From an optimization exercise on the open Yosys and OpenROAD flow, aimed at a short achievable clock period and few clock cycles per item; shortcuts taken in it are not production practice.
For this run, only the layout was checked, not whether the RTL still works.
Power is estimated from default activity; no workload was simulated.

$ cat flow/config.mk
export PLATFORM = sky130hd
export DESIGN_NAME = backend_core
export DESIGN_NICKNAME = backend_core
export VERILOG_FILES = /design/flow/design.v
export SDC_FILE = /design/flow/constraint.sdc
export NUM_CORES = 8
export LEC_CHECK = 0
export CAP_MARGIN = 20
export CORE_MARGIN = 2
export CORE_UTILIZATION = 30
export PLACE_DENSITY = 0.4
export SLEW_MARGIN = 20
$ cat flow/constraint.sdc
create_clock -name core_clock -period 6.0 [get_ports {clk}]
set_input_delay 1.2000 -clock core_clock [delete_from_list [all_inputs] [get_ports {clk}]]
set_output_delay 1.2000 -clock core_clock [all_outputs]
set_load 0.01 [all_outputs]
$ cat flow/design.v
`default_nettype none
package backend_pkg;
    typedef enum logic [6:0] {
        LUI    = 7'b0110111,
        AUIPC  = 7'b0010111,
        OP_IMM = 7'b0010011,
        OP     = 7'b0110011,
        BRANCH = 7'b1100011,
        JAL    = 7'b1101111,
        JALR   = 7'b1100111,
        LOAD   = 7'b0000011,
        STORE  = 7'b0100011
    } opcode_e;
    typedef enum logic [3:0] {
        IDLE,
        ISSUE,
        EXECUTE,
        MEM_ACCESS,
        MEM_WAIT,
        WRITEBACK
    } backend_state_e;
    typedef struct packed {
        logic [64-1:0]      pc;
        opcode_e                  opcode;
        logic [5-1:0] rd;
        logic [5-1:0] rs1;
        logic [5-1:0] rs2;
        logic [2:0]               funct3;
        logic [6:0]               funct7;
        logic [64-1:0]      imm;
    } decoded_instr_t;
    typedef struct packed {
        logic [64-1:0]      result;
        logic [5-1:0] rd;
        logic                     reg_we;
        logic                     mem_re;
        logic                     mem_we;
        logic [2:0]               mem_size;
        logic [64-1:0]      mem_addr;
        logic [64-1:0]      store_data;
        logic                     branch_taken;
        logic [64-1:0]      branch_target;
    } exec_result_t;
    typedef struct packed {
        logic                stall;
        logic                redirect;
        logic [64-1:0] redirect_pc;
    } backend_ctrl_t;
    typedef struct packed {
        logic [32-1:0] addr;
        logic [64-1:0]   wdata;
        logic [8-1:0] wstrb;
        logic                  we;
    } dmem_req_t;
    typedef struct packed {
        logic [64-1:0] data;
        logic                error;
    } dmem_resp_t;
endpackage
`default_nettype wire
`timescale 1ns/1ps
`default_nettype none
module backend_core (
    input  logic                     clk,
    input  logic                     rst_n,
    input  logic                     frontend_valid,
    input  logic [64-1:0]      fe_pc,
    input  logic [6:0]               fe_opcode,
    input  logic [5-1:0] fe_rd,
    input  logic [5-1:0] fe_rs1,
    input  logic [5-1:0] fe_rs2,
    input  logic [2:0]               fe_funct3,
    input  logic [6:0]               fe_funct7,
    input  logic [64-1:0]      fe_imm,
    output logic                     stall,
    output logic                     redirect,
    output logic [64-1:0]      redirect_pc,
    output logic                     dmem_req_valid,
    output logic [32-1:0]    dmem_addr,
    output logic [64-1:0]      dmem_wdata,
    output logic [8-1:0]    dmem_wstrb,
    output logic                     dmem_we,
    input  logic                     dmem_ready,
    input  logic                     dmem_resp_valid,
    input  logic [64-1:0]      dmem_resp_data,
    input  logic                     dmem_resp_error,
    output logic                     instr_retired,
    output logic                     mem_fault
);
    logic [63:0] regs [1:31];
    logic        busy;           
    logic        ret_q;          
    logic        redir_q;        
    logic        st_brfix;       
    logic        st_jalr1;       
    logic        st_mfix;        
    logic        st_mreq;        
    logic        st_mwait;       
    logic [63:0] op_a_q, op_b_q, imm_q, pre_q, tgt_q;
    logic        fwd_a_q, fwd_b_q;
    logic        ex_wb;          
    logic        ex_alu;         
    logic [4:0]  ex_rd;
    logic [2:0]  ex_f3;
    logic        ex_sub, ex_arith;
    logic [31:3] addr_q;
    logic [63:0] wdata_q;
    logic [7:0]  wstrb_q;
    logic        mem_we_q;
    logic [2:0]  off_q;
    logic [63:0] res_q;
    logic        wb_v;
    logic [4:0]  wb_rd;
    function automatic logic br_taken(input logic [2:0] f3, input logic [63:0] x,
                                      input logic [63:0] y);
        logic eq, lt, ltu;
        eq  = (x == y);
        lt  = ($signed(x) < $signed(y));
        ltu = (x < y);
        case (f3)
            3'b000:  br_taken = eq;
            3'b001:  br_taken = ~eq;
            3'b100:  br_taken = lt;
            3'b101:  br_taken = ~lt;
            3'b110:  br_taken = ltu;
            3'b111:  br_taken = ~ltu;
            default: br_taken = 1'b0;
        endcase
    endfunction
    function automatic logic [7:0] strobe(input logic [1:0] sz, input logic [2:0] o);
        case (sz)
            2'b00:   strobe = 8'h01 << o;
            2'b01:   strobe = 8'h03 << o;
            2'b10:   strobe = 8'h0f << o;
            default: strobe = 8'hff;
        endcase
    endfunction
    logic op_lui, op_auipc, op_imm, op_op, op_br, op_jal, op_jalr, op_ld, op_st;
    assign op_lui   = (fe_opcode == 7'b0110111);
    assign op_auipc = (fe_opcode == 7'b0010111);
    assign op_imm   = (fe_opcode == 7'b0010011);
    assign op_op    = (fe_opcode == 7'b0110011);
    assign op_br    = (fe_opcode == 7'b1100011);
    assign op_jal   = (fe_opcode == 7'b1101111);
    assign op_jalr  = (fe_opcode == 7'b1100111);
    assign op_ld    = (fe_opcode == 7'b0000011);
    assign op_st    = (fe_opcode == 7'b0100011);
    logic d_long;
    assign d_long = fe_opcode[6] | ~fe_opcode[4];
    logic acc;
    assign acc = frontend_valid & ~busy;
    logic [63:0] rf_a, rf_b, rd_a, rd_b;
    assign rf_a = (fe_rs1 == 5'd0) ? 64'd0 : regs[fe_rs1];
    assign rf_b = (fe_rs2 == 5'd0) ? 64'd0 : regs[fe_rs2];
    assign rd_a = (wb_v && wb_rd == fe_rs1) ? res_q : rf_a;
    assign rd_b = (wb_v && wb_rd == fe_rs2) ? res_q : rf_b;
    logic hz_a, hz_b;
    assign hz_a = ex_wb && (ex_rd == fe_rs1);
    assign hz_b = ex_wb && (ex_rd == fe_rs2);
    logic b_is_imm;
    assign b_is_imm = op_imm | op_jalr;
    logic        d_taken;
    logic [31:0] d_ea;
    assign d_taken = br_taken(fe_funct3, rd_a, rd_b);
    assign d_ea    = rd_a[31:0] + fe_imm[31:0];
    logic [63:0] a, b;
    assign a = fwd_a_q ? res_q : op_a_q;
    assign b = fwd_b_q ? res_q : op_b_q;
    logic [63:0] b_eff, sum, alu_res, ex_res;
    assign b_eff = ex_sub ? ~b : b;
    assign sum   = a + b_eff + {63'd0, ex_sub};
    always_comb begin
        case (ex_f3)
            3'b000: alu_res = sum;
            3'b001: alu_res = a << b[5:0];
            3'b010: alu_res = {63'b0, $signed(a) < $signed(b)};
            3'b011: alu_res = {63'b0, a < b};
            3'b100: alu_res = a ^ b;
            3'b101: alu_res = ex_arith ? $unsigned($signed(a) >>> b[5:0]) : a >> b[5:0];
            3'b110: alu_res = a | b;
            default: alu_res = a & b;
        endcase
    end
    assign ex_res = ex_alu ? alu_res : pre_q;
    logic        x_taken;
    logic [31:0] x_ea;
    logic [63:0] jalr_tgt;
    assign x_taken  = br_taken(ex_f3, a, b);
    assign x_ea     = a[31:0] + imm_q[31:0];
    assign jalr_tgt = (a + b) & ~64'h1;
    assign dmem_req_valid = st_mreq;
    assign dmem_addr      = {addr_q, 3'b000};
    assign dmem_we        = mem_we_q;
    assign dmem_wdata     = wdata_q;
    assign dmem_wstrb     = wstrb_q;
    logic [63:0] resp_sh, ld_res;
    assign resp_sh = dmem_resp_data >> {off_q, 3'b000};
    always_comb begin
        case (ex_f3)
            3'b000:  ld_res = {{56{resp_sh[7]}}, resp_sh[7:0]};
            3'b001:  ld_res = {{48{resp_sh[15]}}, resp_sh[15:0]};
            3'b010:  ld_res = {{32{resp_sh[31]}}, resp_sh[31:0]};
            3'b100:  ld_res = {56'b0, resp_sh[7:0]};
            3'b101:  ld_res = {48'b0, resp_sh[15:0]};
            3'b110:  ld_res = {32'b0, resp_sh[31:0]};
            default: ld_res = resp_sh;
        endcase
    end
    logic resp_ok, resp_load;
    assign resp_ok   = st_mwait & dmem_resp_valid & ~dmem_resp_error;
    assign resp_load = resp_ok & ~mem_we_q & (ex_rd != 5'd0);
    assign stall         = busy;
    assign instr_retired = (acc & ~d_long) | ret_q | resp_ok;
    assign mem_fault     = st_mwait & dmem_resp_valid & dmem_resp_error;
    assign redirect      = redir_q;
    assign redirect_pc   = tgt_q;
    always_ff @(posedge clk or negedge rst_n) begin
        if (!rst_n) begin
            busy     <= 1'b0;
            ret_q    <= 1'b0;
            redir_q  <= 1'b0;
            st_brfix <= 1'b0;
            st_jalr1 <= 1'b0;
            st_mfix  <= 1'b0;
            st_mreq  <= 1'b0;
            st_mwait <= 1'b0;
        end else begin
            ret_q    <= 1'b0;
            redir_q  <= 1'b0;
            st_brfix <= 1'b0;
            st_jalr1 <= 1'b0;
            st_mfix  <= 1'b0;
            if (acc) begin
                busy     <= d_long;
                ret_q    <= (op_br & ~hz_a & ~hz_b) | op_jal |
                            (d_long & ~(op_br | op_jal | op_jalr | op_ld | op_st));
                redir_q  <= (op_br & ~hz_a & ~hz_b & d_taken) | op_jal;
                st_brfix <= op_br & (hz_a | hz_b);
                st_jalr1 <= op_jalr;
                st_mfix  <= (op_ld & hz_a) | (op_st & (hz_a | hz_b));
                st_mreq  <= (op_ld & ~hz_a) | (op_st & ~hz_a & ~hz_b);
            end else begin
                if (st_brfix) begin
                    ret_q   <= 1'b1;
                    redir_q <= x_taken;
                end
                if (st_jalr1) begin
                    ret_q   <= 1'b1;
                    redir_q <= 1'b1;
                end
                if (st_mfix)
                    st_mreq <= 1'b1;
                if (st_mreq && dmem_ready) begin
                    st_mreq  <= 1'b0;
                    st_mwait <= 1'b1;
                end
                if (ret_q || (st_mwait && dmem_resp_valid)) begin
                    st_mwait <= 1'b0;
                    busy     <= 1'b0;
                end
            end
        end
    end
    always_ff @(posedge clk or negedge rst_n) begin
        if (!rst_n) begin
            op_a_q   <= '0;
            op_b_q   <= '0;
            imm_q    <= '0;
            pre_q    <= '0;
            fwd_a_q  <= 1'b0;
            fwd_b_q  <= 1'b0;
            ex_wb    <= 1'b0;
            ex_alu   <= 1'b0;
            ex_rd    <= '0;
            ex_f3    <= '0;
            ex_sub   <= 1'b0;
            ex_arith <= 1'b0;
            mem_we_q <= 1'b0;
        end else begin
            ex_wb <= acc & (op_op | op_imm | op_lui | op_auipc | op_jal | op_jalr)
                         & (fe_rd != 5'd0);
            if (acc) begin
                op_a_q   <= rd_a;
                op_b_q   <= b_is_imm ? fe_imm : rd_b;
                imm_q    <= fe_imm;
                pre_q    <= op_lui ? fe_imm : op_auipc ? fe_pc + fe_imm : fe_pc + 64'd4;
                fwd_a_q  <= hz_a;
                fwd_b_q  <= hz_b & ~b_is_imm;
                ex_alu   <= op_op | op_imm;
                ex_rd    <= fe_rd;
                ex_f3    <= fe_funct3;
                ex_sub   <= op_op & fe_funct7[5];
                ex_arith <= fe_funct7[5];
                mem_we_q <= op_st;
            end
        end
    end
    always_ff @(posedge clk or negedge rst_n) begin
        if (!rst_n) begin
            tgt_q <= '0;
        end else if (acc) begin
            tgt_q <= fe_pc + fe_imm;
        end else if (st_jalr1) begin
            tgt_q <= jalr_tgt;
        end
    end
    always_ff @(posedge clk or negedge rst_n) begin
        if (!rst_n) begin
            addr_q  <= '0;
            wdata_q <= '0;
            wstrb_q <= '0;
            off_q   <= '0;
        end else if (acc) begin
            addr_q  <= d_ea[31:3];
            wdata_q <= rd_b << {d_ea[2:0], 3'b000};
            wstrb_q <= strobe(fe_funct3[1:0], d_ea[2:0]);
            off_q   <= d_ea[2:0];
        end else if (st_mfix) begin
            addr_q  <= x_ea[31:3];
            wdata_q <= b << {x_ea[2:0], 3'b000};
            wstrb_q <= strobe(ex_f3[1:0], x_ea[2:0]);
            off_q   <= x_ea[2:0];
        end
    end
    always_ff @(posedge clk or negedge rst_n) begin
        if (!rst_n) begin
            res_q <= '0;
            wb_v  <= 1'b0;
            wb_rd <= '0;
        end else begin
            wb_v <= 1'b0;
            if (ex_wb) begin
                res_q <= ex_res;
                wb_v  <= 1'b1;
                wb_rd <= ex_rd;
            end else if (resp_load) begin
                res_q <= ld_res;
                wb_v  <= 1'b1;
                wb_rd <= ex_rd;
            end
        end
    end
    always_ff @(posedge clk or negedge rst_n) begin
        if (!rst_n) begin
            for (int i = 1; i < 32; i++) begin
                regs[i] <= '0;
            end
        end else if (wb_v) begin
            regs[wb_rd] <= res_q;
        end
    end
endmodule
`default_nettype wire
$ cat flow/run.sh
#!/bin/bash
# synth_recipe.tcl (not shown) runs the flow's synth.tcl, then flattens the netlist and writes it again
# the make line also repeats each setting of config.mk as NAME=value (left out here)
make -C /OpenROAD-flow-scripts/flow DESIGN_CONFIG=/design/flow/config.mk WORK_HOME=/design/flow/orfs CLKGATE_MAP_FILE= SYNTH_SCRIPT=/design/flow/synth_recipe.tcl finish
==> notes.md <==
## worst max-delay path, delay by kind of cell
family	cells	cell delay, ps
AO/OA/AOI/OAI	5	650
adder cells (fa/ha/maj)	1	390
buffers and inverters	11	2100
multiplexers	1	260
AND/OR/NAND/NOR	10	2270
## area by class of cell
class,instances,area share
tap,6890,0.0433
timing repair buffer,3022,0.138
clock inverter,123,0.00807
sequential,2469,0.310
multi-input combinational,11800,0.448
clock buffer,456,0.0463
inverter,248,0.00471
antenna,153,0.00192
## cell usage after synthesis (all sizes together) (28+ instances only)
cell	n	area share
dfrtp	2469	0.40
mux2	2022	0.15
nand2	1493	0.036
a22oi	1331	0.064
clkbuf	1261	0.031
a21oi	1030	0.033
o21ai	806	0.026
nor2	729	0.018
mux2i	581	0.038
ha	456	0.037
nand4	297	0.012
nand3	278	0.0090
inv	246	0.0060
xnor2	234	0.013
a221oi	230	0.013
buf	227	0.0060
nor3	213	0.0069
a22o	198	0.011
a21o	182	0.0088
a211oi	150	0.0073
o211ai	138	0.0067
xor2	123	0.0070
a222oi	118	0.0076
nor4	102	0.0042
a31oi	83	0.0034
o22ai	78	0.0031
o221ai	75	0.0042
nor2b	70	0.0028
nand2b	66	0.0027
o21bai	61	0.0030
o31ai	61	0.0030
and3	58	0.0023
o21a	58	0.0028
or3	53	0.0021
o2111ai	31	0.0018
or2	28	0.0011
## layout by cell type (no fill, tap or decap), types with 51 or more instances in the layout
cell / Yosys / routed
nor3_1: 212 / 172
inv_1: 243 / 239
buf_4: 4 / 2289
o21a_1: 58 / 58
a22o_1: 198 / 198
clkinv_2: 0 / 57
o221ai_1: 75 / 72
nand4_1: 297 / 297
buf_6: 1 / 53
nand2_1: 1493 / 1478
nor2_4: 0 / 59
mux2i_1: 580 / 566
a221oi_1: 230 / 220
clkdlybuf4s50_1: 0 / 383
ha_1: 456 / 450
or3_1: 53 / 51
xnor2_1: 234 / 229
clkbuf_1: 1258 / 66
diode_2: 0 / 153
o211ai_1: 137 / 137
clkbuf_16: 0 / 322
o21bai_1: 61 / 61
a222oi_1: 118 / 118
o22ai_1: 78 / 78
a22oi_1: 1331 / 1323
a21oi_1: 1028 / 996
mux2_2: 2022 / 2022
dfrtp_1: 2469 / 2452
o21ai_0: 804 / 768
a31oi_1: 83 / 81
clkbuf_8: 0 / 70
and3_1: 58 / 56
nand3_1: 278 / 271
nand2b_1: 66 / 56
buf_12: 0 / 279
a21o_1: 182 / 182
xor2_1: 123 / 122
nor2_1: 728 / 661
nor2b_1: 70 / 67
a211oi_1: 150 / 142
## metrics by stage
stage               setup TNS [ps]  hold WS, ps  total power, mW   util
global route                 -56.7          187             71.2  0.388
floorplan                        0          442             30.6      -
global placement           -124020          459             48.6  0.362
finish                       -48.8          218             70.4  0.388
CTS                              0          148             68.9  0.385
detailed placement         -120160          462             48.4  0.363
## state kept, by name, summed over array words and instances (netlist names), 3 cells and up
signal,count
addr_q,29
ex_f3,3
ex_rd,5
imm_q,32
off_q,3
op_a_q,64
op_b_q,64
pre_q,64
regs,1984
res_q,64
tgt_q,64
wb_rd,5
wdata_q,64
wstrb_q,8
## metal layers
metal	track usage	wire [µm]
met1	0.537	453000
met2	0.669	512000
met3	0.111	111000
met4	0.385	132000
met5	0	353
## cell families (layout without fill, tap and decap cells)
kind of cell,count (synthesis),after routing,share of synthesized area
simple gates,3495,3495,0.102
compound gates,4834,4834,0.212
buf+inv,1736,3849,0.0426
xor+xnor,357,357,0.0202
flops,2469,2469,0.399
other cells,1,156,0.0000242
mux,2621,2621,0.187
fa+ha+maj,461,461,0.0375
## path summary, 6_finish.rpt
check / start / to / slack (ps)
setup reg to reg: fwd_b_q$_DFFE_PN0P_ / tgt_q[51]$_DFFE_PN0P_ / 0
max in group asynchronous: rst_n / regs[5][52]$_DFFE_PN0P_ / 4110
setup / recovery: fe_rs1[2] / redir_q$_DFF_PN0_ / -50
hold reg to reg: op_a_q[20]$_DFFE_PN0P_ / op_a_q[20]$_DFFE_PN0P_ / 470
min in group core_clock: op_a_q[20]$_DFFE_PN0P_ / op_a_q[20]$_DFFE_PN0P_ / 470
hold / removal: rst_n / op_a_q[59]$_DFFE_PN0P_ / 220
## power by group
part / total [mW] / internal, mW / switching (mW)
Sequential: 20.7 / 18.1 / 2.57
Clock: 20.5 / 11.7 / 8.82
Combinational: 29.2 / 8.26 / 20.9
Total: 70.4 / 38.0 / 32.3
## repair_timing
item,CTS,global route
resized for setup,154,138
pin swaps,35,63
cloned,2,1
setup endpoints to repair,61,12
buffers inserted,11,15
endpoints found under the hold margin,0,0
==> flow_summary.yaml <==
clock_network:
  path_clk_slew_ps: 60
  cts_buffers: 318
  cts_tree: "built"
  hold_buffers: 0
  clkSinkCount: 2469
  htree_num_levels: 5
  root_buffer: "clkbuf_16"
  insertion_delay_ps: 1050
  cts_max_path_buffers: 4
worst_setup_path:
  crit_fanout: 12
  crit_slowest_cell: "nor4_1"
  reg2regPathDepth: 20
  cp-end-kind: "register"
  required_ps: 6880
  cp.arrival_ps: 6930
  crit_top_cell: "buf_4"
  slowest_delay_ps: 850
  critPathLaunchType: "input pin"
  critPathKind: "input pin to register"
layout:
  multi_input_area_mm2: 0.0892
  nFillCells: 51800
  fin_area_mm2: 0.199
  register_area_mm2: 0.0618
  area_growth_pct: 28.6
  nets: 18500
  drive_gt1_frac: 0.310
  final-instance-count-excl-fill: 25100
route:
  postRouteAntennaNets: 0
  drt-wirelength-per-cell_um: 48.1
  routed_wl_um: 1210000
  firstDrtPassIters: 12
  post_drt_via_cell_ratio: 6.50
  first_iter_violations: 24300
  drc_errors: 0
  vias: 163000
synth:
  ys.flop_type: "dfrtp_1"
  async_flop_share: 1.00
  synth_area_per_cell_um2: 9.70
  synthCells: 16000
  synth_seq_cells: 2469
  yosysWarnings: 2
  synth_area_mm2: 0.155
  synth.distinct_cells: 95
  yosysSeqAreaShare: 0.399
  synth_enable_flop_cells: 0
place:
  dpl.hpwl_um: 907000
  io_buffers: 394
  dp.cells: 24400
  place_area_mm2: 0.186
  pre_cts_slack_ps: -2420
  place_congestion: 1.07
outcome:
  status: "complete, but fails checks"
  failed_checks: "setup timing"
pwr:
  p_leak_nw: 92.3
  vdd_drop_max_v: 0.000390
  power_density_mw_per_mm2: 353
global_route:
  grt_usage: 0.447
  grt_pass1_wl_um: 1570000
  grt-ovfl-total: 0
  antenna_found_initial: 120
  grt_start_max_net_pins: 149
  grt_pass1_vias: 156000
timing:
  finalCritPeriodShare: 1.01
  fin_worst_skew_ps: 104
  setup_viol: 2
  fin_crit_ps: 6050
  drv_slew: 0
  tightest_slew_ps: 1440
  timing.final.ws_setup_ps: -47.9
  slew_headroom: 0.0314
  finalHoldViolations: 0
  fmax_mhz: 165
floorplan:
  coreArea_mm2: 0.514
  die_y_um: 723
  die_x_um: 723
  initial_utilization: 0.302
  fp.dieArea_mm2: 0.522
  ioPinCount: 404
  rows: 263
run:
  drv_cap: 0
min_path:
  min_path_type: "input pin to async pin"

==> afterwards: timing with drivers on the ports <==
The flow's constraints put no driver on any port. The routed layout listed below was extracted and timed again, unchanged, in two steps. Step 1 assumes that a clkbuf_16 drives the clock port and a buf_2 every other input. Step 2 also shifts input and output timing later by t, the mid clock arrival at the registers, as if the neighbouring blocks saw the same clock. Three values: ideal, step 1, step 2; two values: the first two.
t (ns): 1.143
setup slack, ns: -0.048 / -0.001 / -1.072
worst hold slack (ns): 0.218 / 0.173 / 0.474
worst setup path at the end: input to register
pins driven straight from the clock port: 1
The setup slack of this run moves by +0.047 ns with the drivers and by -1.024 ns with both steps.
